This design comes from an exercise in tuning for small area on the open sky130 flow, not from production work.
Only simulation tests tie the RTL to the original design; equivalence was not proved.
Power is estimated from default activity; no workload was simulated.

Setup of indigo:
Design vid_top, start of the top module:
module vid_top (
    input  logic                   clk,
    input  logic                   reset,
    input  logic                   reg_wr,
    input  logic [8-1:0] reg_addr,
    input  logic [32-1:0] reg_data,
    input  logic                   pix_wr,
    input  logic [32-1:0] pix_data,
    output logic                   pix_full,
    output logic                   hsync,
    output logic                   vsync,
    output logic                   blank,
    output logic [7:0]             r,
    output logic [7:0]             g,
    output logic [7:0]             b,
    output logic                   underrun
);
Size in the first run: roughly 1800 cells after synthesis, about 950 flip-flops, roughly 110 I/O pins, about 35000 um^2 of cells after synthesis.
export LEC_CHECK = 0
export CAP_MARGIN = 20
export CORE_MARGIN = 2
export CORE_UTILIZATION = 60
export CTS_CLUSTER_DIAMETER = 70
export CTS_CLUSTER_SIZE = 34
export GPL_TIMING_DRIVEN = 0
export SLEW_MARGIN = 20
export SYNTH_HIERARCHICAL = 1
create_clock -name core_clock -period 5.0 [get_ports {clk}]
standard.sh (not shown) runs the stock make flow with config.mk's settings and CLKGATE_MAP_FILE= SYNTH_SCRIPT=/design/flow/synth_recipe.tcl, a recipe that flattens the netlist after the stock synthesis.
==> flow/flow/run.sh <==
#!/bin/bash
# The standard layout (the standard.sh, unchanged synthesis, floorplan,
# power grid and routing) with two changes to how cells are added:
# - the port buffers are the platform's smallest buffer (buf_1) instead of
#   the resizer's default choice;
# - clock tree synthesis adds no dummy loads to balance the leaf nets.
# Each tool's full output is in the ORFS logs under orfs/logs; make's own
# output is in standard_flow.log.
set -euo pipefail
export BUFFER_PORTS_ARGS="-buffer_cell sky130_fd_sc_hd__buf_1"
export CTS_ARGS="-sink_clustering_enable -repair_clock_nets -dont_use_dummy_load -sink_clustering_size 34 -sink_clustering_max_diameter 70"
bash standard.sh finish > standard_flow.log 2>&1
indigo finished all stages; the layout is clean.
Input changes introduced in garnet (baseline for comparison: indigo):
# indigo
export LEC_CHECK = 0
export CAP_MARGIN = 20
export CORE_MARGIN = 2
export CORE_UTILIZATION = 60
export CTS_CLUSTER_DIAMETER = 70
export CTS_CLUSTER_SIZE = 34
export GPL_TIMING_DRIVEN = 0
export SLEW_MARGIN = 20
export SYNTH_HIERARCHICAL = 1
create_clock -name core_clock -period 5.0 [get_ports {clk}]
# garnet
export LEC_CHECK = 0
export CAP_MARGIN = 20
export CORE_MARGIN = 2
export CORE_UTILIZATION = 60
export CTS_CLUSTER_DIAMETER = 70
export CTS_CLUSTER_SIZE = 34
export SLEW_MARGIN = 20
export SYNTH_HIERARCHICAL = 1
create_clock -name core_clock -period 5.0 [get_ports {clk}]
-- flow/flow/run.sh --
<<< indigo, line 6
# - clock tree synthesis adds no dummy loads to balance the leaf nets.
>>> garnet, line 6
# - clock tree synthesis adds no dummy loads to balance the leaf nets;
# - after global routing, gates off the critical paths are downsized
#   (repair_timing -recover_power).
<<< indigo, line 11
>>> garnet, line 13
export RECOVER_POWER=100
[summary]
- Layout checks on garnet: not met. Flow itself completed; violations: capacitance limit, slew limit.
- indigo completed end to end with timing, DRC and antenna clean.
- garnet vs indigo: worst slew slack as a fraction of its limit down
- The higher global-route met3 utilization of indigo and garnet is in garnet.
- Between indigo and garnet, fraction of power consumed by sequential logic increased.
- Compared with indigo, garnet shows total power consumption of the routed design that has gone down slightly.
- Going from indigo to garnet, count of multi-input combinational gates shows no meaningful change, cell count shows a reduction of 0.47%.
Setup changes, garnet to sierra
# garnet
export LEC_CHECK = 0
export CAP_MARGIN = 20
export CORE_MARGIN = 2
export CORE_UTILIZATION = 60
export CTS_CLUSTER_DIAMETER = 70
export CTS_CLUSTER_SIZE = 34
export SLEW_MARGIN = 20
export SYNTH_HIERARCHICAL = 1
create_clock -name core_clock -period 5.0 [get_ports {clk}]
# sierra
export LEC_CHECK = 0
export CAP_MARGIN = 10
export CORE_MARGIN = 2
export CORE_UTILIZATION = 60
export CTS_CLUSTER_DIAMETER = 70
export CTS_CLUSTER_SIZE = 34
export SLEW_MARGIN = 10
export SYNTH_HIERARCHICAL = 1
create_clock -name core_clock -period 5.0 [get_ports {clk}]
-- flow/flow/run.sh --
<<< garnet, line 6
# - clock tree synthesis adds no dummy loads to balance the leaf nets;
# - after global routing, gates off the critical paths are downsized
#   (repair_timing -recover_power).
>>> sierra, line 6
# - clock tree synthesis adds no dummy loads to balance the leaf nets.
<<< garnet, line 13
export RECOVER_POWER=100
>>> sierra, line 11
Notes after the runs:
Among sierra and garnet, a clean, completed layout was produced by sierra alone.
Every stage of garnet finished as expected; the final checks, on the other hand, flagged capacitance limit, slew limit, which means the layout fails.
sierra vs garnet: worst path arrival time down in sierra
sierra leaves more setup margin than garnet.
Area after synthesis came out exactly the same in sierra and garnet.
Between garnet and sierra, the final cell count without fillers does not differ in any meaningful way.

[re-timing with driven ports]
Ports are ideal in the flow. The routed layouts listed here were re-timed in OpenROAD.
Step 1, drivers: a clkbuf_16 drives clk and a buf_2 each remaining input, both assumed.
Step 2 also shifts input and output timing later by t, the mid clock arrival at the registers, as if the neighbouring blocks saw the same clock.
Three values: ideal, step 1, step 2; two values: the first two.
run | shift t [ns] | slack for setup (ns) | latest minus earliest clock arrival (ns)
indigo | 0.657 | 0.240 / 0.240 / 0.240 | 0.078 / 0.077
garnet | 0.654 | 0.251 / 0.251 / 0.251 | 0.082 / 0.082
sierra | 0.662 | 0.296 / 0.296 / 0.296 | 0.070 / 0.070
